Context: an optimization exercise on an open-source flow, tuned for a short achievable clock period and few clock cycles per item. The choices shown serve that exercise and are no tape-out recipe. The RTL was checked by simulation tests, not by an equivalence proof against the original design. Power and IR drop assume default switching activity.

File: flow/config.mk
export PLATFORM = sky130hd
export DESIGN_NAME = cache_wb
export DESIGN_NICKNAME = cache_wb
export VERILOG_FILES = /design/flow/design.v
export SDC_FILE = /design/flow/constraint.sdc
export NUM_CORES = 4
export LEC_CHECK = 0
export CAP_MARGIN = 20
export CORE_MARGIN = 2
export CORE_UTILIZATION = 40
export SETUP_SLACK_MARGIN = 4.5
export SLEW_MARGIN = 20
export TNS_END_PERCENT = 0
File: flow/constraint.sdc
create_clock -name core_clock -period 7.5 [get_ports {clk}]
set_input_delay 1.5000 -clock core_clock [delete_from_list [all_inputs] [get_ports {clk}]]
set_output_delay 1.5000 -clock core_clock [all_outputs]
set_load 0.01 [all_outputs]
File: flow/design.v
package cache_pkg;
  typedef enum logic [2:0] {
    IDLE,
    LOOKUP,
    WRITEBACK,
    REFILL,
    RESP
  } state_t;
  localparam logic REQ_READ  = 1'b0;
  localparam logic REQ_WRITE = 1'b1;
  localparam int CNT_W = 16;
  function automatic logic [CNT_W-1:0] sat_inc(
    input logic [CNT_W-1:0] v
  );
    sat_inc = (&v) ? v : v + 1'b1;
  endfunction
endpackage
module cache_line_store #(
  parameter int DATA_W  = 32,
  parameter int INDEX_W = 6,
  parameter int TAG_W   = 6
) (
  input  logic               clk,
  input  logic               rst_n,
  input  logic [INDEX_W-1:0] rd_index,
  output logic               rd_valid,
  output logic               rd_dirty,
  output logic [TAG_W-1:0]   rd_tag,
  output logic [DATA_W-1:0]  rd_data,
  input  logic               wr_en,
  input  logic [INDEX_W-1:0] wr_index,
  input  logic [TAG_W-1:0]   wr_tag,
  input  logic [DATA_W-1:0]  wr_data,
  input  logic               wr_dirty
);
  localparam int LINES = 1 << INDEX_W;
  logic [LINES-1:0]  valid_q;
  logic [LINES-1:0]  dirty_q;
  logic [TAG_W-1:0]  tag_q  [LINES];
  logic [DATA_W-1:0] data_q [LINES];
  always_ff @(posedge clk or negedge rst_n) begin
    if (!rst_n) begin
      valid_q <= '0;
      dirty_q <= '0;
    end else if (wr_en) begin
      valid_q[wr_index] <= 1'b1;
      dirty_q[wr_index] <= wr_dirty;
    end
  end
  always_ff @(posedge clk) begin
    if (wr_en) begin
      tag_q[wr_index]  <= wr_tag;
      data_q[wr_index] <= wr_data;
    end
  end
  assign rd_valid = valid_q[rd_index];
  assign rd_dirty = dirty_q[rd_index];
  assign rd_tag   = tag_q[rd_index];
  assign rd_data  = data_q[rd_index];
endmodule
module cache_wb #(
  parameter int DATA_W  = 32,
  parameter int ADDR_W  = 12,
  parameter int INDEX_W = 6
) (
  input  logic              clk,
  input  logic              rst_n,
  input  logic              req_valid,
  output logic              req_ready,
  input  logic              req_we,
  input  logic [ADDR_W-1:0] req_addr,
  input  logic [DATA_W-1:0] req_wdata,
  output logic              rsp_valid,
  output logic [DATA_W-1:0] rsp_rdata,
  output logic              mem_valid,
  input  logic              mem_ready,
  output logic              mem_we,
  output logic [ADDR_W-1:0] mem_addr,
  output logic [DATA_W-1:0] mem_wdata,
  input  logic [DATA_W-1:0] mem_rdata,
  output logic [15:0]       hit_cnt,
  output logic [15:0]       miss_cnt
);
  localparam int TAG_W = ADDR_W - INDEX_W;
  localparam int LINES = 1 << INDEX_W;
  localparam int NQ    = 64;               
  localparam int QW    = 6;                
  logic [LINES-1:0]  valid_q;
  logic [LINES-1:0]  dirty_q;
  logic [TAG_W-1:0]  tag_q   [LINES];
  logic [DATA_W-1:0] wlast_q [LINES];   
  logic [DATA_W-1:0] data_q  [LINES];
  logic              lv1_q;
  logic              l1_we_q;
  logic [ADDR_W-1:0] l1_addr_q;
  logic [DATA_W-1:0] l1_wdata_q;
  logic [LINES-1:0]  l1_oh_q;            
  logic              lv2_q;
  logic              l2_we_q;
  logic [ADDR_W-1:0] l2_addr_q;
  logic [DATA_W-1:0] l2_wdata_q;
  logic [LINES-1:0]  l2_oh_q;
  logic              l2_hit_q;
  logic              l2_lvalid_q;        
  logic              l2_ldirty_q;
  logic [TAG_W-1:0]  l2_ltag_q;
  logic [DATA_W-1:0] l2_lwlast_q;
  logic [NQ-1:0]      cv_q;
  logic [INDEX_W-1:0] cidx_q  [NQ];
  logic [NQ-1:0]      cwe_q;
  logic [NQ-1:0]      chit_q;
  logic [DATA_W-1:0]  cdata_q [NQ];
  logic [LINES-1:0]   coh0_q;            
  logic [ADDR_W-1:0]  maddr_q  [NQ];
  logic [NQ-1:0]      mwb_q;
  logic [TAG_W-1:0]   mvtag_q  [NQ];
  logic [DATA_W-1:0]  mvdata_q [NQ];
  logic [QW:0]        mhead_q, mtail_q;
  logic [NQ-1:0]      mhoh_q, mtoh_q;
  logic [NQ-1:0]      rv_q;
  logic [DATA_W-1:0]  rdata_q [NQ];
  logic               mrv_q;             
  logic [DATA_W-1:0]  mrd_q;
  typedef enum logic [1:0] {M_IDLE, M_WB, M_RF} mstate_t;
  mstate_t           mst_q;
  logic              mem_valid_q;
  logic              mem_we_q;
  logic [ADDR_W-1:0] mem_addr_q;
  logic [DATA_W-1:0] mem_wdata_q;
  logic [ADDR_W-1:0] m_raddr_q;
  logic              ready_q;
  logic              rsp_valid_q;
  logic [DATA_W-1:0] rsp_q;
  logic [15:0]       hit_q, miss_q;
  logic              rd_valid, rd_dirty;
  logic [TAG_W-1:0]  rd_tag;
  logic [DATA_W-1:0] rd_wlast;
  logic              byp;
  logic              l2_ndirty;
  logic [DATA_W-1:0] l2_nwlast;
  logic              e_valid, e_dirty;
  logic [TAG_W-1:0]  e_tag;
  logic [DATA_W-1:0] e_wlast;
  logic              l1_hit;
  always_comb begin
    rd_valid = |(l1_oh_q & valid_q);
    rd_dirty = |(l1_oh_q & dirty_q);
    rd_tag   = '0;
    rd_wlast = '0;
    for (int i = 0; i < LINES; i++) begin
      rd_tag   = rd_tag   | (tag_q[i]   & {TAG_W{l1_oh_q[i]}});
      rd_wlast = rd_wlast | (wlast_q[i] & {DATA_W{l1_oh_q[i]}});
    end
  end
  assign l2_ndirty = l2_hit_q ? (l2_ldirty_q || l2_we_q) : l2_we_q;
  assign l2_nwlast = l2_we_q ? l2_wdata_q : l2_lwlast_q;
  assign byp      = lv2_q && (l2_addr_q[INDEX_W-1:0] == l1_addr_q[INDEX_W-1:0]);
  assign e_valid  = byp ? 1'b1      : rd_valid;
  assign e_dirty  = byp ? l2_ndirty : rd_dirty;
  assign e_tag    = byp ? l2_addr_q[ADDR_W-1:INDEX_W] : rd_tag;
  assign e_wlast  = byp ? l2_nwlast : rd_wlast;
  assign l1_hit   = e_valid && (e_tag == l1_addr_q[ADDR_W-1:INDEX_W]);
  logic               r_go;
  logic               r_rd_hit;
  logic [DATA_W-1:0]  r_wdata;
  logic               r_rpop;
  logic [DATA_W-1:0]  r_rdata;
  assign r_go     = cv_q[0] && (chit_q[0] || rv_q[0]);
  assign r_rd_hit = chit_q[0] && !cwe_q[0];
  assign r_wdata  = cwe_q[0] ? cdata_q[0] : rdata_q[0];
  assign r_rpop   = r_go && !chit_q[0];
  always_comb begin
    r_rdata = '0;
    for (int i = 0; i < LINES; i++)
      r_rdata = r_rdata | (data_q[i] & {DATA_W{coh0_q[i]}});
  end
  logic              m_free, m_can, m_start, m_done;
  logic [ADDR_W-1:0] h_addr;
  logic              h_wb;
  logic [TAG_W-1:0]  h_vtag;
  logic [DATA_W-1:0] h_vdata;
  assign m_free  = (mst_q == M_IDLE) || (mst_q == M_RF && mem_ready);
  assign m_can   = (mhead_q != mtail_q);
  assign m_start = m_free && m_can;
  assign m_done  = (mst_q == M_RF) && mem_ready;
  always_comb begin
    h_addr  = '0;
    h_wb    = 1'b0;
    h_vtag  = '0;
    h_vdata = '0;
    for (int i = 0; i < NQ; i++) begin
      h_addr  = h_addr  | (maddr_q[i]  & {ADDR_W{mhoh_q[i]}});
      h_wb    = h_wb    | (mwb_q[i]    & mhoh_q[i]);
      h_vtag  = h_vtag  | (mvtag_q[i]  & {TAG_W{mhoh_q[i]}});
      h_vdata = h_vdata | (mvdata_q[i] & {DATA_W{mhoh_q[i]}});
    end
  end
  logic [NQ-1:0] cpos, rpos;
  always_comb begin
    for (int i = 0; i < NQ; i++) begin
      if (r_go)
        cpos[i] = cv_q[i] && (i == NQ-1 || !cv_q[(i+1) % NQ]);
      else
        cpos[i] = !cv_q[i] && (i == 0 || cv_q[(i+NQ-1) % NQ]);
      if (r_rpop)
        rpos[i] = rv_q[i] && (i == NQ-1 || !rv_q[(i+1) % NQ]);
      else
        rpos[i] = !rv_q[i] && (i == 0 || rv_q[(i+NQ-1) % NQ]);
    end
  end
  always_ff @(posedge clk) begin
    l1_we_q    <= req_we;
    l1_addr_q  <= req_addr;
    l1_wdata_q <= req_wdata;
    for (int i = 0; i < LINES; i++)
      l1_oh_q[i] <= (req_addr[INDEX_W-1:0] == INDEX_W'(i));
    l2_we_q     <= l1_we_q;
    l2_addr_q   <= l1_addr_q;
    l2_wdata_q  <= l1_wdata_q;
    l2_oh_q     <= l1_oh_q;
    l2_hit_q    <= l1_hit;
    l2_lvalid_q <= e_valid;
    l2_ldirty_q <= e_dirty;
    l2_ltag_q   <= e_tag;
    l2_lwlast_q <= e_wlast;
    for (int i = 0; i < LINES; i++) begin
      if (lv2_q && l2_oh_q[i]) begin
        tag_q[i] <= l2_addr_q[ADDR_W-1:INDEX_W];
        if (l2_we_q) wlast_q[i] <= l2_wdata_q;
      end
      if (r_go && !r_rd_hit && coh0_q[i]) data_q[i] <= r_wdata;
    end
    for (int i = 0; i < NQ; i++) begin
      if (lv2_q && mtoh_q[i]) begin
        maddr_q[i]  <= l2_addr_q;
        mwb_q[i]    <= l2_lvalid_q && l2_ldirty_q;
        mvtag_q[i]  <= l2_ltag_q;
        mvdata_q[i] <= l2_lwlast_q;
      end
    end
    for (int i = 0; i < NQ; i++) begin
      if (cpos[i]) begin
        cidx_q[i]  <= l2_addr_q[INDEX_W-1:0];
        cwe_q[i]   <= l2_we_q;
        chit_q[i]  <= l2_hit_q;
        cdata_q[i] <= l2_wdata_q;
      end else if (r_go && i < NQ-1) begin
        cidx_q[i]  <= cidx_q[(i+1) % NQ];
        cwe_q[i]   <= cwe_q[(i+1) % NQ];
        chit_q[i]  <= chit_q[(i+1) % NQ];
        cdata_q[i] <= cdata_q[(i+1) % NQ];
      end
      if (rpos[i])
        rdata_q[i] <= mrd_q;
      else if (r_rpop && i < NQ-1)
        rdata_q[i] <= rdata_q[(i+1) % NQ];
    end
    if (cpos[0])
      coh0_q <= l2_oh_q;
    else if (r_go)
      for (int i = 0; i < LINES; i++)
        coh0_q[i] <= (cidx_q[1] == INDEX_W'(i));
    mrd_q <= mem_rdata;
  end
  logic [NQ-1:0] cv_d;
  logic          acc;
  logic [1:0]    inl;     
  assign acc = req_valid && ready_q;
  assign inl = 2'(acc) + 2'(lv1_q);
  always_comb begin
    cv_d = cv_q;
    if (r_go && !lv2_q)      cv_d = cv_q >> 1;
    else if (lv2_q && !r_go) cv_d = {cv_q[NQ-2:0], 1'b1};
  end
  always_ff @(posedge clk or negedge rst_n) begin
    if (!rst_n) begin
      valid_q     <= '0;
      dirty_q     <= '0;
      lv1_q       <= 1'b0;
      lv2_q       <= 1'b0;
      cv_q        <= '0;
      rv_q        <= '0;
      mrv_q       <= 1'b0;
      mhead_q     <= '0;
      mtail_q     <= '0;
      mhoh_q      <= NQ'(1);
      mtoh_q      <= NQ'(1);
      mst_q       <= M_IDLE;
      mem_valid_q <= 1'b0;
      mem_we_q    <= 1'b0;
      mem_addr_q  <= '0;
      mem_wdata_q <= '0;
      m_raddr_q   <= '0;
      ready_q     <= 1'b0;
      rsp_valid_q <= 1'b0;
      rsp_q       <= '0;
      hit_q       <= '0;
      miss_q      <= '0;
    end else begin
      lv1_q <= acc;
      lv2_q <= lv1_q;
      if (lv2_q) begin
        valid_q <= valid_q | l2_oh_q;
        dirty_q <= (dirty_q & ~l2_oh_q) | (l2_oh_q & {LINES{l2_ndirty}});
        if (l2_hit_q) hit_q  <= (&hit_q)  ? hit_q  : hit_q  + 1'b1;
        else          miss_q <= (&miss_q) ? miss_q : miss_q + 1'b1;
      end
      if (lv2_q && !l2_hit_q) begin
        mtail_q <= mtail_q + 1'b1;
        mtoh_q  <= {mtoh_q[NQ-2:0], mtoh_q[NQ-1]};
      end
      cv_q  <= cv_d;
      mrv_q <= m_done;
      if (r_rpop && !mrv_q)      rv_q <= rv_q >> 1;
      else if (mrv_q && !r_rpop) rv_q <= {rv_q[NQ-2:0], 1'b1};
      rsp_valid_q <= r_go;
      if (r_go) rsp_q <= r_rd_hit ? r_rdata : r_wdata;
      if (m_start) begin
        mhead_q <= mhead_q + 1'b1;
        mhoh_q  <= {mhoh_q[NQ-2:0], mhoh_q[NQ-1]};
      end
      if (mst_q == M_WB && mem_ready) begin
        mst_q      <= M_RF;
        mem_we_q   <= 1'b0;
        mem_addr_q <= m_raddr_q;
      end else if (m_start) begin
        mem_valid_q <= 1'b1;
        m_raddr_q   <= h_addr;
        if (h_wb) begin
          mst_q       <= M_WB;
          mem_we_q    <= 1'b1;
          mem_addr_q  <= {h_vtag, h_addr[INDEX_W-1:0]};
          mem_wdata_q <= h_vdata;
        end else begin
          mst_q       <= M_RF;
          mem_we_q    <= 1'b0;
          mem_addr_q  <= h_addr;
        end
      end else if (m_done) begin
        mst_q       <= M_IDLE;
        mem_valid_q <= 1'b0;
      end
      ready_q <= !cv_d[NQ-1] && !(inl != 0 && cv_d[NQ-2]) &&
                 !(inl == 2 && cv_d[NQ-3]);
    end
  end
  assign req_ready = ready_q;
  assign rsp_valid = rsp_valid_q;
  assign rsp_rdata = rsp_q;
  assign mem_valid = mem_valid_q;
  assign mem_we    = mem_we_q;
  assign mem_addr  = mem_addr_q;
  assign mem_wdata = mem_wdata_q;
  assign hit_cnt   = hit_q;
  assign miss_cnt  = miss_q;
endmodule
File: flow/run.sh
#!/bin/bash
# synth_recipe.tcl (not shown) runs the flow's synth.tcl, then flattens the netlist and writes it again
# the make line also repeats each setting of config.mk as NAME=value (left out here)
make -C /OpenROAD-flow-scripts/flow DESIGN_CONFIG=/design/flow/config.mk WORK_HOME=/design/flow/orfs CLKGATE_MAP_FILE= SYNTH_SCRIPT=/design/flow/synth_recipe.tcl finish
==> results of run 1 <==
==> critical path, stage by stage, from the launching register on <==
cell                      delay (ns)
sky130_fd_sc_hd__dfxtp_2        0.95
sky130_fd_sc_hd__buf_4          0.51
sky130_fd_sc_hd__buf_4          0.56
sky130_fd_sc_hd__a22oi_1        0.20
sky130_fd_sc_hd__nand4_1        0.17
sky130_fd_sc_hd__nor4_1         0.09
sky130_fd_sc_hd__a31oi_1        0.97
==> registers in the layout (all words and copies together), names as in the netlist, 378 cells and up, named ones only <==
name,flops
mvtag_q,384
cidx_q,378
wlast_q,2048
data_q,2048
rdata_q,2048
mvdata_q,2048
tag_q,384
cdata_q,2048
maddr_q,768
==> kinds of logic after synthesis <==
group / after synthesis / share of synthesized area (%)
DFF: 13200 / 77.8
muxes: 4696 / 10.5
AOI/OAI and AO/OA: 4411 / 7.12
and+or+nand+nor: 2672 / 2.61
buffers and inverters: 2101 / 1.82
xor gates and xnor gates: 60 / 0.104
adders and majority gates: 7 / 0.0174
==> metrics by stage <==
step | setup slack (ns) | hold slack (ns) | utilization (%) | cells
3_3_place_gp | 3.23 | 0.310 | 41.9 | 42900
6_report | 3.63 | 0.248 | 45.5 | 45600
4_1_cts | 3.77 | 0.258 | 45.4 | 45500
3_5_place_dp | 3.21 | 0.312 | 41.9 | 42900
2_1_floorplan | 3.51 | 0.310 | - | 27200
5_1_grt | 3.84 | 0.293 | 45.5 | 45500
==> Yosys cell counts, types with 67 or more instances <==
master                         n  area, um2
sky130_fd_sc_hd__and3_1       67        419
sky130_fd_sc_hd__a22oi_1    1086       8150
sky130_fd_sc_hd__nand3_1      99        495
sky130_fd_sc_hd__mux2_1     1321      14900
sky130_fd_sc_hd__clkbuf_1   1264       4740
sky130_fd_sc_hd__edfxtp_1  12400     374000
sky130_fd_sc_hd__mux2i_1      67        671
sky130_fd_sc_hd__buf_1       313       1170
sky130_fd_sc_hd__nor2_1      371       1390
sky130_fd_sc_hd__o21ai_0     208       1040
sky130_fd_sc_hd__a221oi_1   1407      12300
sky130_fd_sc_hd__buf_2       316       1580
sky130_fd_sc_hd__inv_1        72        270
sky130_fd_sc_hd__nand2_1     995       3730
sky130_fd_sc_hd__mux2_2     3264      36800
sky130_fd_sc_hd__dfxtp_1     259       5180
sky130_fd_sc_hd__dfrtp_1     525      13100
sky130_fd_sc_hd__a21oi_1     110        551
sky130_fd_sc_hd__and2_1      133        832
sky130_fd_sc_hd__buf_6       103       1160
sky130_fd_sc_hd__nor4_1      112        701
sky130_fd_sc_hd__nand2b_1    191       1190
sky130_fd_sc_hd__a22o_1     1409      12300
sky130_fd_sc_hd__nand4_1     603       3770
sky130_fd_sc_hd__o31ai_1     102        766
==> where the power goes <==
group	internal (mW)	switching [mW]
Sequential	99.3	3.94
Clock	38.4	28.8
Combinational	8.76	18.8
Total	146	51.5
==> layout make-up <==
class,count,area (um2)
antenna,91,228
timing repair buffer,1073,9510
sequential,13200,393000
multi-input combinational,11900,105000
inverter,74,293
tap,16800,21000
clock buffer,1853,38300
clock inverter,648,5170
fill,106000,685000
==> what timing repair did <==
action | 4_1_cts | 5_1_grt
buffers inserted | 15 | 7
gates resized for setup | 230 | 96
setup endpoints to repair | 12400 | 11800
pin swaps | 2 | 7
cloned | 0 | 5
==> metal layers <==
metal	GRT usage (%)	wire length (um)	part of all wire [%]	vias to the layer above
met5	0	506	0.029	-
li1	-	-	-	112000
met4	13.1	107000	6.2	66
met1	35.2	626000	36	150000
met2	38.3	735000	43	24300
met3	7.89	253000	15	5550
==> worst paths after layout <==
| check | startpoint | endpoint | cells after the start |
|---|---|---|---|
| setup / recovery | l1_oh_q[20] | l2_lwlast_q[8] | 6 |
| hold / removal | rst_n | valid_q[62] | 1 |
| setup reg to reg | l1_oh_q[20] | l2_lwlast_q[8] | 6 |
| hold reg to reg | l1_wdata_q[0] | l2_wdata_q[0] | 0 |
| max in group asynchronous | rst_n | hit_q[2] | 3 |
| min in group core_clock | l1_wdata_q[0] | l2_wdata_q[0] | 0 |
==> impl_summary.txt, run 1 <==
----------------------------------------------------
[Drt]
  Detail-routed net length per standard cell ... 37.8 um
  Via count of the routed design ... 292000
  Iteration-0 DRC Markers ... 55100
  Detailed-route vias per instance ... 6.40
  Number of nets still failing antenna checks after routing ... 0
  Sum of routed wire length over all layers ... between 1500 and 2000 mm
  Detailed-router iteration count before antenna repair ... 9
  Remaining design rule violation count ... 0

[Power and ir drop]
  Overall power ... 198 mW
  Power Dens Cells ... roughly 350 nW/um2
  Leakage power summed over all cells ... between 150 and 200 nW
  Worst IR Drop VDD ... 0.000424 V

[Synth]
  Mapped Nets ... between 20000 and 30000
  Number of warnings printed during yosys synthesis ... 10
  Sequential fraction of the synthesis area ... 77.8%
  Count of flip-flops with a built-in enable after synthesis ... approximately 12000
  Post-synthesis register bit count ... 13200
  Count of mapped cells out of synthesis ... 27200
  Top_reg_cell synth ... sky130_fd_sc_hd__edfxtp_1
  Proportion of synthesized flip-flops having asynchronous set or reset ... 3.98%
  Number of distinct library cells after synthesis ... 54
  Average cell area after synthesis ... 18.5 um2
  Summed instance area of the synthesized netlist ... 504000 um2

[Layout]
  Fraction of final layout cells with drive strength greater than 1 ... 23.3%
  Area of all placed cells without fillers ... ~570000 um2
  Top library cells by usage in the layout, fill and taps aside ... sky130_fd_sc_hd__edfxtp_1 (12400), sky130_fd_sc_hd__mux2_2 (3235), sky130_fd_sc_hd__clkbuf_16 (1450), sky130_fd_sc_hd__a22o_1 (1409), sky130_fd_sc_hd__a221oi_1 (1407)
  Most common library cell in the layout ignoring fill and taps ... sky130_fd_sc_hd__edfxtp_1
  Syn-to-layout area delta ... 13.5%
  Number of nets in the layout ... roughly 28000

[Floorplanning]
  Starting density of the core ... 40.1%
  Total Die Area ... 1270000 um2
  Number of placement rows ... 412
  Die Width ... 1.13 mm
  I/O pin cnt ... 193
  Die Height ... ~1.1 mm
  Core Region ... 1260000 um2

[Clock network]
  Clock H-tree levels ... 7
  Clock tree from TritonCTS ... built
  Number of buffers inserted for hold repair after clock tree synthesis ... 0
  Clock sinks ... 13200
  CTS clock-pin slew for the worst setup and hold paths ... 0.06 ns
  Maximum root-to-sink buffer count ... 6
  Number of buffers added by the clock tree synthesis step ... around 1400
  Insertion delay to the later sink of the worst-skew pair ... 1.40 ns
  Clock root buffer master ... sky130_fd_sc_hd__clkbuf_16

[Critical path]
  R2r setup slk ... 3.63 ns
  Worst endpoint data arrival time ... 4.86 ns
  Worst-path maximum fanout ... 15
  Setup Crit Path Kind ... flop to flop
  Kind of end point of the critical path ... flop
  Type of origin of the critical path ... flop
  Required time at the worst-slack endpoint ... 8.49 ns

[STA]
  Final count of negative-setup-slack endpoints ... 0
  Setup TNS ... 0 ns
  Final worst path period share ... about 52%
  Max frequency ... between 0.2 and 0.3 GHz
  Slew Viols, Final ... 0
  RSZ-0062 raised after global routing ... true
  Relative slew slack ... 13.7%
  Pin slew with the least headroom to its limit ... between 1 and 1.5 ns
  Final Hold Fails ... 0
  Final worst clock skew ... 0.224 ns
  Final min period ... 3.87 ns

[Global route]
  Overall Global Routing Usage ... 26.1%
  Antenna violations before repair ... 141
  Remaining global-route overflow ... 0
  Pin count of the biggest net entering global routing ... 142
  Number of global-route vias before repair ... approximately 280k
  Global-route wire length before repair ... 2320 mm

[Placement]
  Cell Area, Placed ... 527000 um2
  DP HPWL ... 912 mm
  Final weighted congestion in routability-driven placement ... 0.889
  Count of buffers inserted at the top-level ports ... approximately 190

[Worst hold path]
  Hold Crit Class ... input pin to asynchronous set/reset pin

[Run]
  Number of max-capacitance violations reported ... 0

[Run status]
  Outcome ... timing/DRC/antenna clean

----------------------------------------------------
Testbench counts, summed over its fixed seeds: cycles 13,323, requests 12,000.
==> inputs of run 2 (changes only) <==
--- a/flow/design.v
+++ b/flow/design.v
@@ -86,4 +86,7 @@
   localparam int NQ    = 64;               
   localparam int QW    = 6;                
+  localparam int MQ    = 32;               
+  localparam int MW    = 5;                
+  localparam int RQ    = 32;               
   logic [LINES-1:0]  valid_q;
   logic [LINES-1:0]  dirty_q;
@@ -112,12 +115,14 @@
   logic [DATA_W-1:0]  cdata_q [NQ];
   logic [LINES-1:0]   coh0_q;            
-  logic [ADDR_W-1:0]  maddr_q  [NQ];
-  logic [NQ-1:0]      mwb_q;
-  logic [TAG_W-1:0]   mvtag_q  [NQ];
-  logic [DATA_W-1:0]  mvdata_q [NQ];
-  logic [QW:0]        mhead_q, mtail_q;
-  logic [NQ-1:0]      mhoh_q, mtoh_q;
-  logic [NQ-1:0]      rv_q;
-  logic [DATA_W-1:0]  rdata_q [NQ];
+  logic [ADDR_W-1:0]  maddr_q  [MQ];
+  logic [MQ-1:0]      mwb_q;
+  logic [TAG_W-1:0]   mvtag_q  [MQ];
+  logic [DATA_W-1:0]  mvdata_q [MQ];
+  logic [MW:0]        mhead_q, mtail_q;
+  logic [MQ-1:0]      mhoh_q, mtoh_q;
+  logic [DATA_W-1:0]  rdata_q [RQ];
+  logic [RQ-1:0]      rhoh_q, rtoh_q;
+  logic [MW:0]        rcnt_q;
+  logic               rne_q;             
   logic               mrv_q;             
   logic [DATA_W-1:0]  mrd_q;
@@ -166,7 +171,8 @@
   logic               r_rpop;
   logic [DATA_W-1:0]  r_rdata;
-  assign r_go     = cv_q[0] && (chit_q[0] || rv_q[0]);
+  logic [DATA_W-1:0]  r_fill;
+  assign r_go     = cv_q[0] && (chit_q[0] || rne_q);
   assign r_rd_hit = chit_q[0] && !cwe_q[0];
-  assign r_wdata  = cwe_q[0] ? cdata_q[0] : rdata_q[0];
+  assign r_wdata  = cwe_q[0] ? cdata_q[0] : r_fill;
   assign r_rpop   = r_go && !chit_q[0];
   always_comb begin
@@ -174,4 +180,7 @@
     for (int i = 0; i < LINES; i++)
       r_rdata = r_rdata | (data_q[i] & {DATA_W{coh0_q[i]}});
+    r_fill = '0;
+    for (int i = 0; i < RQ; i++)
+      r_fill = r_fill | (rdata_q[i] & {DATA_W{rhoh_q[i]}});
   end
   logic              m_free, m_can, m_start, m_done;
@@ -181,5 +190,5 @@
   logic [DATA_W-1:0] h_vdata;
   assign m_free  = (mst_q == M_IDLE) || (mst_q == M_RF && mem_ready);
-  assign m_can   = (mhead_q != mtail_q);
+  assign m_can   = (mhead_q != mtail_q) && (rcnt_q < (MW+1)'(RQ-2));
   assign m_start = m_free && m_can;
   assign m_done  = (mst_q == M_RF) && mem_ready;
@@ -189,5 +198,5 @@
     h_vtag  = '0;
     h_vdata = '0;
-    for (int i = 0; i < NQ; i++) begin
+    for (int i = 0; i < MQ; i++) begin
       h_addr  = h_addr  | (maddr_q[i]  & {ADDR_W{mhoh_q[i]}});
       h_wb    = h_wb    | (mwb_q[i]    & mhoh_q[i]);
@@ -196,5 +205,5 @@
     end
   end
-  logic [NQ-1:0] cpos, rpos;
+  logic [NQ-1:0] cpos;
   always_comb begin
     for (int i = 0; i < NQ; i++) begin
@@ -203,8 +212,4 @@
       else
         cpos[i] = !cv_q[i] && (i == 0 || cv_q[(i+NQ-1) % NQ]);
-      if (r_rpop)
-        rpos[i] = rv_q[i] && (i == NQ-1 || !rv_q[(i+1) % NQ]);
-      else
-        rpos[i] = !rv_q[i] && (i == 0 || rv_q[(i+NQ-1) % NQ]);
     end
   end
@@ -231,5 +236,5 @@
       if (r_go && !r_rd_hit && coh0_q[i]) data_q[i] <= r_wdata;
     end
-    for (int i = 0; i < NQ; i++) begin
+    for (int i = 0; i < MQ; i++) begin
       if (lv2_q && mtoh_q[i]) begin
         maddr_q[i]  <= l2_addr_q;
@@ -251,9 +256,7 @@
         cdata_q[i] <= cdata_q[(i+1) % NQ];
       end
-      if (rpos[i])
-        rdata_q[i] <= mrd_q;
-      else if (r_rpop && i < NQ-1)
-        rdata_q[i] <= rdata_q[(i+1) % NQ];
     end
+    for (int i = 0; i < RQ; i++)
+      if (mrv_q && rtoh_q[i]) rdata_q[i] <= mrd_q;
     if (cpos[0])
       coh0_q <= l2_oh_q;
@@ -268,4 +271,9 @@
   assign acc = req_valid && ready_q;
   assign inl = 2'(acc) + 2'(lv1_q);
+  logic [MW:0] mcnt;
+  logic [3:0]  mroom;
+  assign mcnt = mtail_q - mhead_q;
+  always_comb
+    for (int k = 0; k < 4; k++) mroom[k] = (mcnt + (MW+1)'(k) < (MW+1)'(MQ));
   always_comb begin
     cv_d = cv_q;
@@ -280,10 +288,13 @@
       lv2_q       <= 1'b0;
       cv_q        <= '0;
-      rv_q        <= '0;
+      rhoh_q      <= RQ'(1);
+      rtoh_q      <= RQ'(1);
+      rcnt_q      <= '0;
+      rne_q       <= 1'b0;
       mrv_q       <= 1'b0;
       mhead_q     <= '0;
       mtail_q     <= '0;
-      mhoh_q      <= NQ'(1);
-      mtoh_q      <= NQ'(1);
+      mhoh_q      <= MQ'(1);
+      mtoh_q      <= MQ'(1);
       mst_q       <= M_IDLE;
       mem_valid_q <= 1'b0;
@@ -308,15 +319,17 @@
       if (lv2_q && !l2_hit_q) begin
         mtail_q <= mtail_q + 1'b1;
-        mtoh_q  <= {mtoh_q[NQ-2:0], mtoh_q[NQ-1]};
+        mtoh_q  <= {mtoh_q[MQ-2:0], mtoh_q[MQ-1]};
       end
       cv_q  <= cv_d;
       mrv_q <= m_done;
-      if (r_rpop && !mrv_q)      rv_q <= rv_q >> 1;
-      else if (mrv_q && !r_rpop) rv_q <= {rv_q[NQ-2:0], 1'b1};
+      if (mrv_q)  rtoh_q <= {rtoh_q[RQ-2:0], rtoh_q[RQ-1]};
+      if (r_rpop) rhoh_q <= {rhoh_q[RQ-2:0], rhoh_q[RQ-1]};
+      rcnt_q <= rcnt_q + (MW+1)'(mrv_q) - (MW+1)'(r_rpop);
+      rne_q  <= (rcnt_q + (MW+1)'(mrv_q) - (MW+1)'(r_rpop)) != '0;
       rsp_valid_q <= r_go;
-      if (r_go) rsp_q <= r_rd_hit ? r_rdata : r_wdata;
+      rsp_q       <= r_rd_hit ? r_rdata : r_wdata;
       if (m_start) begin
         mhead_q <= mhead_q + 1'b1;
-        mhoh_q  <= {mhoh_q[NQ-2:0], mhoh_q[NQ-1]};
+        mhoh_q  <= {mhoh_q[MQ-2:0], mhoh_q[MQ-1]};
       end
       if (mst_q == M_WB && mem_ready) begin
@@ -342,5 +355,6 @@
       end
       ready_q <= !cv_d[NQ-1] && !(inl != 0 && cv_d[NQ-2]) &&
-                 !(inl == 2 && cv_d[NQ-3]);
+                 !(inl == 2 && cv_d[NQ-3]) &&
+                 mroom[2'(lv2_q) + inl];
     end
   end
==> flow/flow/run.sh (new file) <==
#!/bin/bash
# The standard layout with two changes to how cells are chosen:
#  - the port buffers are buf_8 cells instead of the delay cells that
#    buffer_ports picks by default;
#  - MATCH_CELL_FOOTPRINT=0, so the resizer may also change a cell's
#    footprint (e.g. upsize a flip-flop or a port buffer).
cp config.mk config.mk.orig.txt
echo 'export BUFFER_PORTS_ARGS = -buffer_cell sky130_fd_sc_hd__buf_8' >> "$FLOW_CONFIG"
bash standard.sh MATCH_CELL_FOOTPRINT=0 finish > standard.log 2>&1
==> flow/standard.sh (new file) <==
#!/bin/bash
# synth_recipe.tcl (not shown) runs the flow's synth.tcl, then flattens the netlist and writes it again
# the make line also repeats each setting of config.mk as NAME=value (left out here)
make -C /OpenROAD-flow-scripts/flow DESIGN_CONFIG=/design/flow/config.mk WORK_HOME=/design/flow/orfs CLKGATE_MAP_FILE= SYNTH_SCRIPT=/design/flow/synth_recipe.tcl "${@:-finish}"
--- a/flow/config.mk
+++ b/flow/config.mk
@@ -8,6 +8,10 @@
 export CAP_MARGIN = 20
 export CORE_MARGIN = 2
-export CORE_UTILIZATION = 40
+export CORE_UTILIZATION = 60
+export CTS_CLUSTER_DIAMETER = 60
+export CTS_CLUSTER_SIZE = 30
+export PLACE_DENSITY = 0.7
 export SETUP_SLACK_MARGIN = 4.5
 export SLEW_MARGIN = 20
 export TNS_END_PERCENT = 0
+export BUFFER_PORTS_ARGS = -buffer_cell sky130_fd_sc_hd__buf_8
removed: flow/run.sh
==> run 2 against run 1 <==
  * First-iteration DRC count shrank 17%
  * Design area shrank 25%
  * Count of clock-buffer cells in the layout down 1228
  * Worst hold slack better by 0.018 ns
  * Flip-flop and latch count is 2715 lower
  * Power fell by 40%
  * Synthesized area down 22%
  * Cell count down 33%
==> impl_summary.txt, run 2 <==
----------------------------------------------------
[STA]
  Final Hold Fails ... 0
  Final worst path period share ... 50.2%
  Max frequency ... 0.265 GHz
  RSZ-0062 raised after global routing ... true
  Relative slew slack ... roughly a tenth
  Final count of negative-setup-slack endpoints ... 0
  Pin slew with the least headroom to its limit ... 1.36 ns
  Final min period ... between 3 and 4 ns
  Slew Viols, Final ... 0
  Setup TNS ... 0 ns
  Final worst clock skew ... roughly 0.13 ns

[Global route]
  Met2 track utilization from global routing ... 55.5%
  Overall Global Routing Usage ... 37.6%
  Pin count of the biggest net entering global routing ... between 100 and 150
  Remaining global-route overflow ... 0
  Global routing usage on met3 ... 12.4%
  Number of global-route vias before repair ... 212000
  Global-route wire length before repair ... 1720 mm
  GR met1 Demand/Resource ... about half
  Grt peak-use layer ... met2
  Antenna violations before repair ... 68

[Synth]
  Count of mapped cells out of synthesis ... roughly 21000
  Dominant cell by count in the synthesized netlist ... sky130_fd_sc_hd__edfxtp_1
  Number of distinct library cells after synthesis ... 55
  Cell taking the most area after synthesis ... sky130_fd_sc_hd__edfxtp_1
  Proportion of synthesized flip-flops having asynchronous set or reset ... 4.45%
  Post-synthesis register bit count ... 10500
  Most area-consuming cells after synthesis ... sky130_fd_sc_hd__edfxtp_1 (75%), sky130_fd_sc_hd__mux2_2 (7.2%), sky130_fd_sc_hd__dfrtp_1 (3.0%)
  Top cells by instance count after synthesis ... sky130_fd_sc_hd__edfxtp_1 (9786), sky130_fd_sc_hd__mux2_2 (2516), sky130_fd_sc_hd__a22o_1 (1182)
  Summed instance area of the synthesized netlist ... 391000 um2
  Average cell area after synthesis ... between 15 and 20 um2
  Count of flip-flops with a built-in enable after synthesis ... 9786
  Top_reg_cell synth ... sky130_fd_sc_hd__edfxtp_1
  Sequential fraction of the synthesis area ... 79.5%
  Area fraction of the dominant cell type after synthesis ... between 70% and 80%
  Mapped Nets ... 21300
  Number of warnings printed during yosys synthesis ... 10

[Run]
  Number of max-capacitance violations reported ... 0

[Worst hold path]
  Hold Crit Class ... input pin to asynchronous set/reset pin

[Placement]
  Count of buffers inserted at the top-level ports ... 192
  Final weighted congestion in routability-driven placement ... 0.938
  DP HPWL ... 668 mm

[Clock network]
  Clock tree from TritonCTS ... built
  Clock H-tree levels ... 6
  Maximum root-to-sink buffer count ... 4
  Insertion delay to the later sink of the worst-skew pair ... 1.25 ns
  Clock sinks ... between 10000 and 15000
  Clock root buffer master ... sky130_fd_sc_hd__clkbuf_16
  CTS clock-pin slew for the worst setup and hold paths ... 0.10 ns
  Number of buffers inserted for hold repair after clock tree synthesis ... 0
  Number of buffers added by the clock tree synthesis step ... 563

[Drt]
  Iteration-0 DRC Markers ... between 40000 and 50000
  Via count of the routed design ... 227000
  Remaining design rule violation count ... 0
  Number of nets still failing antenna checks after routing ... 0
  Detailed-route vias per instance ... 7.44
  Detailed-router iteration count before antenna repair ... 9
  Detail-routed net length per standard cell ... between 40 and 50 um
  Sum of routed wire length over all layers ... 1270 mm

[Critical path]
  Required time at the worst-slack endpoint ... slightly above 8 ns
  Kind of end point of the critical path ... flop
  R2r setup slk ... 3.73 ns
  RR Startpoint ... l1_oh_q[13]
  Worst-path maximum fanout ... 20
  R2r endpoint ... l2_lwlast_q[0]
  Worst endpoint data arrival time ... 4.56 ns
  Setup Crit Path Kind ... flop to flop
  Worst-case reg-to-reg path depth ... 6
  Type of origin of the critical path ... flop

[Power and ir drop]
  Power Dens Cells ... about 280 nW/um2
  Worst IR Drop VDD ... about 0.00032 V
  Leakage power summed over all cells ... 136 nW
  Overall power ... around 120 mW

[Layout]
  Syn-to-layout area delta ... 9.34%
  Regs by FF count ... cdata_q: 2048 flops, data_q: 2048 flops, wlast_q: 2048 flops
  Top library cells by usage in the layout, fill and taps aside ... sky130_fd_sc_hd__edfxtp_1 (9786), sky130_fd_sc_hd__mux2_2 (2516), sky130_fd_sc_hd__a22o_1 (1182), sky130_fd_sc_hd__a221oi_1 (1181), sky130_fd_sc_hd__a22oi_1 (1170)
  Most common library cell in the layout ignoring fill and taps ... sky130_fd_sc_hd__edfxtp_1
  Fraction of final layout cells with drive strength greater than 1 ... 23.0%
  Number of nets in the layout ... 21300

[Floorplanning]
  I/O pin cnt ... 193
  Starting density of the core ... 60.2%
  Die Height ... 811 um
  Die Width ... 811 um
  Core Region ... 650000 um2
  Number of placement rows ... 296
  Total Die Area ... roughly 660000 um2

[Run status]
  Outcome ... timing/DRC/antenna clean

----------------------------------------------------
[run 2: cell types whose count changed after synthesis, sizes merged, moves of 136 or more]
| cell | delta |
|---|---|
| buf | -337 |
| clkbuf | -208 |
| edfxtp | -2656 |
| a22o | -227 |
| nand2 | -285 |
| a221oi | -229 |
| a21oi | +136 |
| mux2 | -2113 |
[run 2: final cells by class]
cell class              count  area (um2)
fillers                 42600      222000
clock inverters           419        4980
inverters                 131         502
flip-flops and latches  10500      311000
repair inverters            2        10.0
diodes                    107         268
multi-input cells        9109       76000
repair buffers            899        8970
well taps                8642       10800
clock buffers             625       14800
[run 2: worst max-delay path by stage]
stage                           start             end  cells after the start
final                     l1_oh_q[13]  l2_lwlast_q[0]                      6
after global routing      mem_valid_q       mem_valid                      1
after floorplan             rhoh_q[0]   data_q[0][12]                      7
after CTS                 mem_valid_q       mem_valid                      1
after detailed placement    chit_q[0]           rne_q                     13
after global placement      chit_q[0]           rne_q                     13
[run 2: worst max-delay path: stages (launching register included)]
cell and delay [ns]:
sky130_fd_sc_hd__dfxtp_2 0.82, sky130_fd_sc_hd__buf_4 0.44, sky130_fd_sc_hd__buf_4 0.61, sky130_fd_sc_hd__a221oi_1 0.22, sky130_fd_sc_hd__nand4_1 0.16, sky130_fd_sc_hd__nor4_2 0.09, sky130_fd_sc_hd__a21oi_2 0.88
[run 2: power breakdown]
group          switching (mW)  internal, mW  total, mW
combinational            6.98          2.97       9.95
clock                    20.5          16.1       36.7
sequential               1.63          69.7       71.4
[run 2: through the flow]
stage / hold slack, ns / std cells / setup slack [ns] / area, um2 / utilization (%)
floorplan: 0.310 / 21200 / 3.62 / 391000 / -
global placement: 0.312 / 29200 / 2.59 / 406000 / 62.5
detailed placement: 0.312 / 29200 / 2.64 / 406000 / 62.5
CTS: 0.250 / 30300 / 4.00 / 427000 / 65.7
global route: 0.257 / 30400 / 3.97 / 427000 / 65.8
finish: 0.266 / 30400 / 3.73 / 428000 / 65.8
[run 2: cells by family after synthesis]
| logic type | after synthesis | synth area share [%] |
|---|---|---|
| flip-flops | 10500 | 79.5 |
| multiplexers | 2520 | 7.26 |
| adder cells (fa/ha/maj) | 24 | 0.0826 |
| AND/OR/NAND/NOR | 2369 | 3.01 |
| buffers and inverters | 1613 | 1.58 |
| XOR/XNOR | 57 | 0.130 |
| AO/OA/AOI/OAI | 4112 | 8.46 |
[run 2: per-layer routing]
layer	wire [um]	up-vias	part of all wire, %
met3	204000	5013	16
met5	790	-	0.062
li1	-	86700	-
met4	101000	48	8.0
met1	409000	114000	32
met2	552000	21100	44
[run 2: repair_timing]
item | 4_1_cts | 5_1_grt
resized for setup | 114 | 27
endpoints found under the setup margin | 6694 | 6436
pin swaps | 24 | 4
gates cloned | 28 | 1
buffers inserted | 9 | 14
Testbench counts of run 2, summed over its fixed seeds: cycles 13,323, requests 12,000.
==> inputs of run 3 (changes only) <==
--- a/flow/design.v
+++ b/flow/design.v
@@ -99,4 +99,6 @@
   logic [DATA_W-1:0] l1_wdata_q;
   logic [LINES-1:0]  l1_oh_q;            
+  logic [LINES-1:0]  l1_eq_q;            
+  logic [DATA_W-1:0] l1_wlast_q;         
   logic              lv2_q;
   logic              l2_we_q;
@@ -105,4 +107,6 @@
   logic [LINES-1:0]  l2_oh_q;
   logic              l2_hit_q;
+  logic [LINES-1:0]  l2w_q;              
+  logic [LINES-1:0]  wlw_q;              
   logic              l2_lvalid_q;        
   logic              l2_ldirty_q;
@@ -115,4 +119,5 @@
   logic [DATA_W-1:0]  cdata_q [NQ];
   logic [LINES-1:0]   coh0_q;            
+  logic [LINES-1:0]   dwe_q;             
   logic [ADDR_W-1:0]  maddr_q  [MQ];
   logic [MQ-1:0]      mwb_q;
@@ -121,8 +126,10 @@
   logic [MW:0]        mhead_q, mtail_q;
   logic [MQ-1:0]      mhoh_q, mtoh_q;
+  logic [MQ-1:0]      mwe_q;             
   logic [DATA_W-1:0]  rdata_q [RQ];
   logic [RQ-1:0]      rhoh_q, rtoh_q;
-  logic [MW:0]        rcnt_q;
-  logic               rne_q;             
+  logic [MW:0]        rcnt_q;            
+  logic               rfv_q;             
+  logic [DATA_W-1:0]  rf_q;
   logic               mrv_q;             
   logic [DATA_W-1:0]  mrd_q;
@@ -138,10 +145,8 @@
   logic [DATA_W-1:0] rsp_q;
   logic [15:0]       hit_q, miss_q;
-  logic              rd_valid, rd_dirty;
+  logic              rd_valid, rd_dirty, rd_hit;
   logic [TAG_W-1:0]  rd_tag;
-  logic [DATA_W-1:0] rd_wlast;
   logic              byp;
   logic              l2_ndirty;
-  logic [DATA_W-1:0] l2_nwlast;
   logic              e_valid, e_dirty;
   logic [TAG_W-1:0]  e_tag;
@@ -151,19 +156,34 @@
     rd_valid = |(l1_oh_q & valid_q);
     rd_dirty = |(l1_oh_q & dirty_q);
+    rd_hit   = |(l1_oh_q & valid_q & l1_eq_q);
     rd_tag   = '0;
-    rd_wlast = '0;
-    for (int i = 0; i < LINES; i++) begin
-      rd_tag   = rd_tag   | (tag_q[i]   & {TAG_W{l1_oh_q[i]}});
-      rd_wlast = rd_wlast | (wlast_q[i] & {DATA_W{l1_oh_q[i]}});
-    end
+    for (int i = 0; i < LINES; i++)
+      rd_tag = rd_tag | (tag_q[i] & {TAG_W{l1_oh_q[i]}});
   end
   assign l2_ndirty = l2_hit_q ? (l2_ldirty_q || l2_we_q) : l2_we_q;
-  assign l2_nwlast = l2_we_q ? l2_wdata_q : l2_lwlast_q;
   assign byp      = lv2_q && (l2_addr_q[INDEX_W-1:0] == l1_addr_q[INDEX_W-1:0]);
   assign e_valid  = byp ? 1'b1      : rd_valid;
   assign e_dirty  = byp ? l2_ndirty : rd_dirty;
   assign e_tag    = byp ? l2_addr_q[ADDR_W-1:INDEX_W] : rd_tag;
-  assign e_wlast  = byp ? l2_nwlast : rd_wlast;
-  assign l1_hit   = e_valid && (e_tag == l1_addr_q[ADDR_W-1:INDEX_W]);
+  assign e_wlast  = (byp && l2_we_q) ? l2_wdata_q : l1_wlast_q;
+  assign l1_hit   = byp ? (l2_addr_q[ADDR_W-1:INDEX_W] == l1_addr_q[ADDR_W-1:INDEX_W])
+                        : rd_hit;
+  logic [INDEX_W-1:0] a_idx;
+  logic [TAG_W-1:0]   a_tag;
+  logic               a_l2tag;
+  logic [LINES-1:0]   a_eq;
+  logic [DATA_W-1:0]  a_wlast;
+  assign a_idx   = req_addr[INDEX_W-1:0];
+  assign a_tag   = req_addr[ADDR_W-1:INDEX_W];
+  assign a_l2tag = (l2_addr_q[ADDR_W-1:INDEX_W] == a_tag);
+  always_comb begin
+    a_wlast = '0;
+    for (int i = 0; i < LINES; i++) begin
+      a_eq[i] = l2w_q[i] ? a_l2tag : (tag_q[i] == a_tag);
+      a_wlast = a_wlast | (wlast_q[i] & {DATA_W{a_idx == INDEX_W'(i)}});
+    end
+    if (lv2_q && l2_we_q && l2_addr_q[INDEX_W-1:0] == a_idx)
+      a_wlast = l2_wdata_q;
+  end
   logic               r_go;
   logic               r_rd_hit;
@@ -172,7 +192,7 @@
   logic [DATA_W-1:0]  r_rdata;
   logic [DATA_W-1:0]  r_fill;
-  assign r_go     = cv_q[0] && (chit_q[0] || rne_q);
+  assign r_go     = cv_q[0] && (chit_q[0] || rfv_q);
   assign r_rd_hit = chit_q[0] && !cwe_q[0];
-  assign r_wdata  = cwe_q[0] ? cdata_q[0] : r_fill;
+  assign r_wdata  = cwe_q[0] ? cdata_q[0] : rf_q;
   assign r_rpop   = r_go && !chit_q[0];
   always_comb begin
@@ -184,4 +204,8 @@
       r_fill = r_fill | (rdata_q[i] & {DATA_W{rhoh_q[i]}});
   end
+  logic rf_load, rf_pull, rf_push;
+  assign rf_load = !rfv_q || r_rpop;
+  assign rf_pull = rf_load && (rcnt_q != '0);
+  assign rf_push = mrv_q && !(rf_load && (rcnt_q == '0));
   logic              m_free, m_can, m_start, m_done;
   logic [ADDR_W-1:0] h_addr;
@@ -220,4 +244,6 @@
     for (int i = 0; i < LINES; i++)
       l1_oh_q[i] <= (req_addr[INDEX_W-1:0] == INDEX_W'(i));
+    l1_eq_q    <= a_eq;
+    l1_wlast_q <= a_wlast;
     l2_we_q     <= l1_we_q;
     l2_addr_q   <= l1_addr_q;
@@ -230,12 +256,10 @@
     l2_lwlast_q <= e_wlast;
     for (int i = 0; i < LINES; i++) begin
-      if (lv2_q && l2_oh_q[i]) begin
-        tag_q[i] <= l2_addr_q[ADDR_W-1:INDEX_W];
-        if (l2_we_q) wlast_q[i] <= l2_wdata_q;
-      end
-      if (r_go && !r_rd_hit && coh0_q[i]) data_q[i] <= r_wdata;
+      if (l2w_q[i]) tag_q[i]   <= l2_addr_q[ADDR_W-1:INDEX_W];
+      if (wlw_q[i]) wlast_q[i] <= l2_wdata_q;
+      if (dwe_q[i]) data_q[i] <= r_wdata;
     end
     for (int i = 0; i < MQ; i++) begin
-      if (lv2_q && mtoh_q[i]) begin
+      if (mwe_q[i]) begin
         maddr_q[i]  <= l2_addr_q;
         mwb_q[i]    <= l2_lvalid_q && l2_ldirty_q;
@@ -258,11 +282,9 @@
     end
     for (int i = 0; i < RQ; i++)
-      if (mrv_q && rtoh_q[i]) rdata_q[i] <= mrd_q;
-    if (cpos[0])
-      coh0_q <= l2_oh_q;
-    else if (r_go)
-      for (int i = 0; i < LINES; i++)
-        coh0_q[i] <= (cidx_q[1] == INDEX_W'(i));
+      if (rf_push && rtoh_q[i]) rdata_q[i] <= mrd_q;
+    coh0_q <= coh0_d;
     mrd_q <= mem_rdata;
+    if (rf_load) rf_q <= (rcnt_q != '0) ? r_fill : mrd_q;
+    rsp_q <= r_rd_hit ? r_rdata : r_wdata;
   end
   logic [NQ-1:0] cv_d;
@@ -276,4 +298,19 @@
   always_comb
     for (int k = 0; k < 4; k++) mroom[k] = (mcnt + (MW+1)'(k) < (MW+1)'(MQ));
+  logic [LINES-1:0] coh0_d;
+  logic             nh_rdhit;
+  always_comb begin
+    if (cpos[0]) begin
+      coh0_d   = l2_oh_q;
+      nh_rdhit = l2_hit_q && !l2_we_q;
+    end else if (r_go) begin
+      for (int i = 0; i < LINES; i++)
+        coh0_d[i] = (cidx_q[1] == INDEX_W'(i));
+      nh_rdhit = chit_q[1] && !cwe_q[1];
+    end else begin
+      coh0_d   = coh0_q;
+      nh_rdhit = r_rd_hit;
+    end
+  end
   always_comb begin
     cv_d = cv_q;
@@ -287,9 +324,13 @@
       lv1_q       <= 1'b0;
       lv2_q       <= 1'b0;
+      l2w_q       <= '0;
+      wlw_q       <= '0;
+      mwe_q       <= '0;
+      dwe_q       <= '0;
       cv_q        <= '0;
       rhoh_q      <= RQ'(1);
       rtoh_q      <= RQ'(1);
       rcnt_q      <= '0;
-      rne_q       <= 1'b0;
+      rfv_q       <= 1'b0;
       mrv_q       <= 1'b0;
       mhead_q     <= '0;
@@ -305,5 +346,4 @@
       ready_q     <= 1'b0;
       rsp_valid_q <= 1'b0;
-      rsp_q       <= '0;
       hit_q       <= '0;
       miss_q      <= '0;
@@ -311,7 +351,12 @@
       lv1_q <= acc;
       lv2_q <= lv1_q;
+      l2w_q <= lv1_q ? l1_oh_q : '0;
+      wlw_q <= (lv1_q && l1_we_q) ? l1_oh_q : '0;
+      mwe_q <= !lv1_q ? '0 :
+               (lv2_q && !l2_hit_q) ? {mtoh_q[MQ-2:0], mtoh_q[MQ-1]} : mtoh_q;
+      dwe_q <= (cv_d[0] && !nh_rdhit) ? coh0_d : '0;
+      valid_q <= valid_q | l2w_q;
+      dirty_q <= (dirty_q & ~l2w_q) | (l2w_q & {LINES{l2_ndirty}});
       if (lv2_q) begin
-        valid_q <= valid_q | l2_oh_q;
-        dirty_q <= (dirty_q & ~l2_oh_q) | (l2_oh_q & {LINES{l2_ndirty}});
         if (l2_hit_q) hit_q  <= (&hit_q)  ? hit_q  : hit_q  + 1'b1;
         else          miss_q <= (&miss_q) ? miss_q : miss_q + 1'b1;
@@ -323,10 +368,9 @@
       cv_q  <= cv_d;
       mrv_q <= m_done;
-      if (mrv_q)  rtoh_q <= {rtoh_q[RQ-2:0], rtoh_q[RQ-1]};
-      if (r_rpop) rhoh_q <= {rhoh_q[RQ-2:0], rhoh_q[RQ-1]};
-      rcnt_q <= rcnt_q + (MW+1)'(mrv_q) - (MW+1)'(r_rpop);
-      rne_q  <= (rcnt_q + (MW+1)'(mrv_q) - (MW+1)'(r_rpop)) != '0;
+      if (rf_push) rtoh_q <= {rtoh_q[RQ-2:0], rtoh_q[RQ-1]};
+      if (rf_pull) rhoh_q <= {rhoh_q[RQ-2:0], rhoh_q[RQ-1]};
+      rcnt_q <= rcnt_q + (MW+1)'(rf_push) - (MW+1)'(rf_pull);
+      if (rf_load) rfv_q <= (rcnt_q != '0) || mrv_q;
       rsp_valid_q <= r_go;
-      rsp_q       <= r_rd_hit ? r_rdata : r_wdata;
       if (m_start) begin
         mhead_q <= mhead_q + 1'b1;
--- a/flow/config.mk
+++ b/flow/config.mk
@@ -9,6 +9,4 @@
 export CORE_MARGIN = 2
 export CORE_UTILIZATION = 60
-export CTS_CLUSTER_DIAMETER = 60
-export CTS_CLUSTER_SIZE = 30
 export PLACE_DENSITY = 0.7
 export SETUP_SLACK_MARGIN = 4.5
==> run 3 against run 2 <==
  * Design area rose by 7.5%
  * Worst setup slack improved by 0.0090 ns
  * Flip-flop and latch count rose by 352
  * Core utilization rose by 2.1 points
  * Via count rose by 11%
  * Maximum frequency rose by 0.24%
  * Power rose by 22%
  * Clock skew fell by 0.021 ns
  * Synthesized area rose by 4.1%
  * Clock power rose by 48%
  * Count of clock-buffer cells in the layout rose by 889
==> impl_summary.txt, run 3 <==
----------------------------------------------------
[Synth]
  Sequential fraction of the synthesis area ... 78.1%
  Area fraction in compound gates after synthesis ... 7.92%
  Count of flip-flops with a built-in enable after synthesis ... 9722
  Proportion of synthesized flip-flops having asynchronous set or reset ... under 10%
  Most area-consuming cells after synthesis ... sky130_fd_sc_hd__edfxtp_1 (72%), sky130_fd_sc_hd__mux2_2 (7.4%), sky130_fd_sc_hd__dfrtp_1 (4.0%)
  Summed instance area of the synthesized netlist ... 407000 um2
  Dominant combinational cell family by area after synthesis ... compound AO/OA/AOI/OAI gates
  Number of distinct library cells after synthesis ... 80
  Top_reg_cell synth ... sky130_fd_sc_hd__edfxtp_1
  Top cells by instance count after synthesis ... sky130_fd_sc_hd__edfxtp_1 (9722), sky130_fd_sc_hd__mux2_2 (2672), sky130_fd_sc_hd__a22oi_1 (2124)
  Portion of netlist area occupied by mux cells ... 7.52%
  Fraction of the mapped netlist area in simple logic gates ... 3.78%
  Dominant cell by count in the synthesized netlist ... sky130_fd_sc_hd__edfxtp_1
  Number of warnings printed during yosys synthesis ... 10
  Area fraction of the dominant cell type after synthesis ... 71.7%
  Count of mapped cells out of synthesis ... approximately 23000
  Average cell area after synthesis ... 17.9 um2
  Post-synthesis register bit count ... approximately 11000
  Cell taking the most area after synthesis ... sky130_fd_sc_hd__edfxtp_1
  Fraction of the mapped netlist area in adder cells ... 0.0854%
  Mapped Nets ... 22900
  Fraction of synthesized cell area in xor and xnor cells ... 0.968%

[Drt]
  Remaining design rule violation count ... 0
  Detailed-router iteration count before antenna repair ... 30
  Detail-routed net length per standard cell ... 44.4 um
  Sum of routed wire length over all layers ... 1480 mm
  Detailed-route vias per instance ... 7.58
  Number of nets still failing antenna checks after routing ... 0
  Via count of the routed design ... 252000
  Iteration-0 DRC Markers ... 52600

[Clock network]
  Maximum root-to-sink buffer count ... 5
  Number of buffers added by the clock tree synthesis step ... 1139
  CTS clock-pin slew for the worst setup and hold paths ... 0.06 ns
  Insertion delay to the later sink of the worst-skew pair ... approximately 1.3 ns
  Clock sinks ... 10900
  Clock H-tree levels ... 7
  Clock root buffer master ... sky130_fd_sc_hd__clkbuf_16
  Clock tree from TritonCTS ... built

[Power and ir drop]
  Overall power ... 144 mW
  Clock network fraction of design power ... a little under two fifths
  Share of power burned in combinational logic ... 9.3%
  Power Dens Cells ... between 300 and 400 nW/um2
  Switch share ... 24.1%
  Worst IR Drop VDD ... 0.000290 V
  Reported net switching power ... 34.8 mW
  Proportion of power drawn by flip-flops and latches ... 53.1%
  Leakage power summed over all cells ... around 150 nW
  Internal power ... between 100 and 150 mW

[Worst hold path]
  Hold Crit Class ... input pin to asynchronous set/reset pin

[Run]
  Number of max-capacitance violations reported ... 0

[Placement]
  Final weighted congestion in routability-driven placement ... 1.07
  DP HPWL ... 800 mm
  Total placed cells including tap cells ... between 30000 and 40000
  Count of buffers inserted at the top-level ports ... 192
  Post-placement setup slack ... between 2 and 2.5 ns

[Run status]
  Outcome ... timing/DRC/antenna clean

[STA]
  Slew Viols, Final ... 0
  Final worst path period share ... 50.1%
  Pin slew with the least headroom to its limit ... 1.36 ns
  Relative slew slack ... between 9 and 10%
  Setup WS post-layout ... 3.74 ns
  Final min period ... 3.76 ns
  Final count of negative-setup-slack endpoints ... 0
  RSZ-0062 raised after global routing ... true
  Setup TNS ... 0 ns
  Final Hold Fails ... 0
  Final worst clock skew ... 0.106 ns
  Max frequency ... 0.266 GHz

[Global route]
  Global-route wire length before repair ... 1970 mm
  Overall Global Routing Usage ... 42.4%
  Remaining global-route overflow ... 0
  Number of global-route vias before repair ... 235000
  Antenna violations before repair ... 142
  Pin count of the biggest net entering global routing ... 135

[Layout]
  Final non-filler cell total ... 33300
  Fraction of final layout cells with drive strength greater than 1 ... 24.3%
  Syn-to-layout area delta ... 12.9%
  Filler cell count ... 43500
  Number of nets in the layout ... roughly 23000
  Most common library cell in the layout ignoring fill and taps ... sky130_fd_sc_hd__edfxtp_1
  Top library cells by usage in the layout, fill and taps aside ... sky130_fd_sc_hd__edfxtp_1 (9722), sky130_fd_sc_hd__mux2_2 (2672), sky130_fd_sc_hd__a22oi_1 (2124), sky130_fd_sc_hd__clkbuf_16 (1170), sky130_fd_sc_hd__buf_4 (735)
  Regs by FF count ... cdata_q: 2048 flops, data_q: 2048 flops, wlast_q: 2048 flops

[Floorplanning]
  Die Height ... about 830 um
  Number of placement rows ... 302
  I/O pin cnt ... 193
  Core Region ... 676000 um2
  Total Die Area ... a little under 700000 um2
  Starting density of the core ... 60.2%
  Die Width ... ~830 um

[Critical path]
  Required time at the worst-slack endpoint ... about 8.6 ns
  Critical path buffer and inverter count ... 2
  Sequence of cells on the critical path ... buf_8 -> nand4b_2 -> nor2_4 -> buf_4 -> a32oi_1 -> nand4_1 -> nor4_1 -> a21oi_1
  Largest incremental delay on the critical path ... 0.77 ns
  Worst-case reg-to-reg path depth ... 5
  R2r setup slk ... roughly 3.8 ns
  Kind of end point of the critical path ... flop
  Setup Crit Path Kind ... input pin to flop
  RR Startpoint ... l1_oh_q[40]
  Worst-path maximum fanout ... 52
  Worst endpoint data arrival time ... around 4.9 ns
  R2r endpoint ... l2_lvalid_q
  Crit-path slowest cell ... sky130_fd_sc_hd__nor2_4
  Gate family responsible for the most delay along the worst path ... simple AND/OR/NAND/NOR gates
  Type of origin of the critical path ... input pin

----------------------------------------------------
==> run 3: cell count changes after synthesis, moves of 156 or more <==
cell                       change
sky130_fd_sc_hd__dfrtp_1     +192
sky130_fd_sc_hd__dfxtp_1     +224
sky130_fd_sc_hd__nand3_1     +184
sky130_fd_sc_hd__xnor2_1     +259
sky130_fd_sc_hd__nand2_1     -214
sky130_fd_sc_hd__and3_1      +238
sky130_fd_sc_hd__a22oi_1     +954
sky130_fd_sc_hd__a22o_1      -526
sky130_fd_sc_hd__buf_2       +255
sky130_fd_sc_hd__mux2_2      +156
sky130_fd_sc_hd__a221oi_1    -557
==> run 3: final cells by class <==
class	count	area, um2	area share (%)
antenna	147	368	0.0801
clock buffer	1514	31200	6.78
clock inverter	449	3910	0.850
inverter	29	111	0.0242
multi-input combinational	10300	84500	18.4
sequential	10900	319000	69.4
tap	8968	11200	2.44
timing repair buffer	982	9410	2.05
==> run 3: power by group through the flow <==
stage | clock network (mW) | registers, mW | logic, mW
after CTS | 54.3 | 76.6 | 13.0
final | 54.4 | 76.7 | 13.4
after detailed placement | 0 | 77.8 | 12.8
after global placement | 0 | 77.8 | 12.6
after floorplan | 0 | 76.7 | 7.34
after global routing | 56.5 | 76.9 | 14.0
==> run 3: cells by family (layout without fill, tap and decap cells) <==
| kind of cell | Yosys count | count (layout) |
|---|---|---|
| flip-flops | 10900 | 10900 |
| AO/OA/AOI/OAI | 4183 | 4183 |
| AND/OR/NAND/NOR | 2933 | 2949 |
| multiplexers | 2722 | 2722 |
| buffers and inverters | 1609 | 2974 |
| XOR/XNOR | 450 | 450 |
| adder cells (fa/ha/maj) | 26 | 26 |
| other | 0 | 147 |
==> run 3: metal layers <==
layer	vias up	track usage, %	share of wire, %
met1	126000	55.6	33
met3	6581	17.4	17
met4	107	25.0	7.8
met5	-	0.686	0.10
li1	93400	-	-
met2	25900	59.9	42
==> run 3: timing repair <==
item | 4_1_cts | 5_1_grt
setup endpoints to repair | 4192 | 3928
hold buffers | 0 | 0
pin swaps | 11 | 4
buffers inserted | 7 | 9
gates resized for setup | 49 | 41
gates cloned | 16 | 2
==> run 3: how the worst max path moves through the flow <==
stage                     depth (start not counted)              to   startpoint  slack (ns)
final                                             8  l1_wlast_q[12]  req_addr[2]        3.74
after global routing                              1       rsp_valid  rsp_valid_q        4.01
after CTS                                         1       rsp_valid  rsp_valid_q        4.00
after detailed placement                          9   l1_wlast_q[2]  req_addr[4]        2.11
after global placement                            9  l1_wlast_q[11]  req_addr[4]        1.73
after floorplan                                  15       rcnt_q[4]      cv_q[0]        3.89
==> run 3: per-stage QoR <==
stage	hold WS, ns	cell area (um2)	utilization, %
3_3_place_gp	0.310	423000	62.5
3_5_place_dp	0.312	423000	62.5
2_1_floorplan	0.310	407000	-
5_1_grt	0.214	459000	67.9
6_report	0.199	460000	67.9
4_1_cts	0.203	458000	67.8
Testbench counts of run 3, summed over its fixed seeds: cycles 13,323, requests 12,000.

[separate check: timing with driven ports]
In the flow no input, the clock included, has a driving cell. The finished layouts below were timed again as built, in two steps. Step 1 assumes that a clkbuf_16 drives the clock port and a buf_2 every other input. Step 2 adds t to the input delays and takes it off the output delays; t is the mean of the earliest and latest rising clock arrival at the registers after step 1. Input paths then give back, and output paths get back, about the clock's delay inside the block. a / b / c = ideal / step 1 / step 2; a / b = the first two.
run | t (ns) | setup slack, ns | hold WS [ns] | worst setup path at the end | worst data-port slew with drivers (ns)
run 1 | 1.462 | 3.626 / 3.626 / 3.405 | 0.248 / 0.126 / 0.305 | input to register | 0.37
run 2 | 1.347 | 3.733 / 3.733 / 3.733 | 0.266 / 0.212 / 0.321 | register to register | 0.31
run 3 | 1.381 | 3.742 / 3.682 / 2.300 | 0.199 / 0.092 / 0.321 | input to register | 0.25
After both steps every run listed still meets setup and hold. For run 3, which loses most, drivers alone change the setup slack by -0.060 ns; drivers and shift together by -1.442 ns.
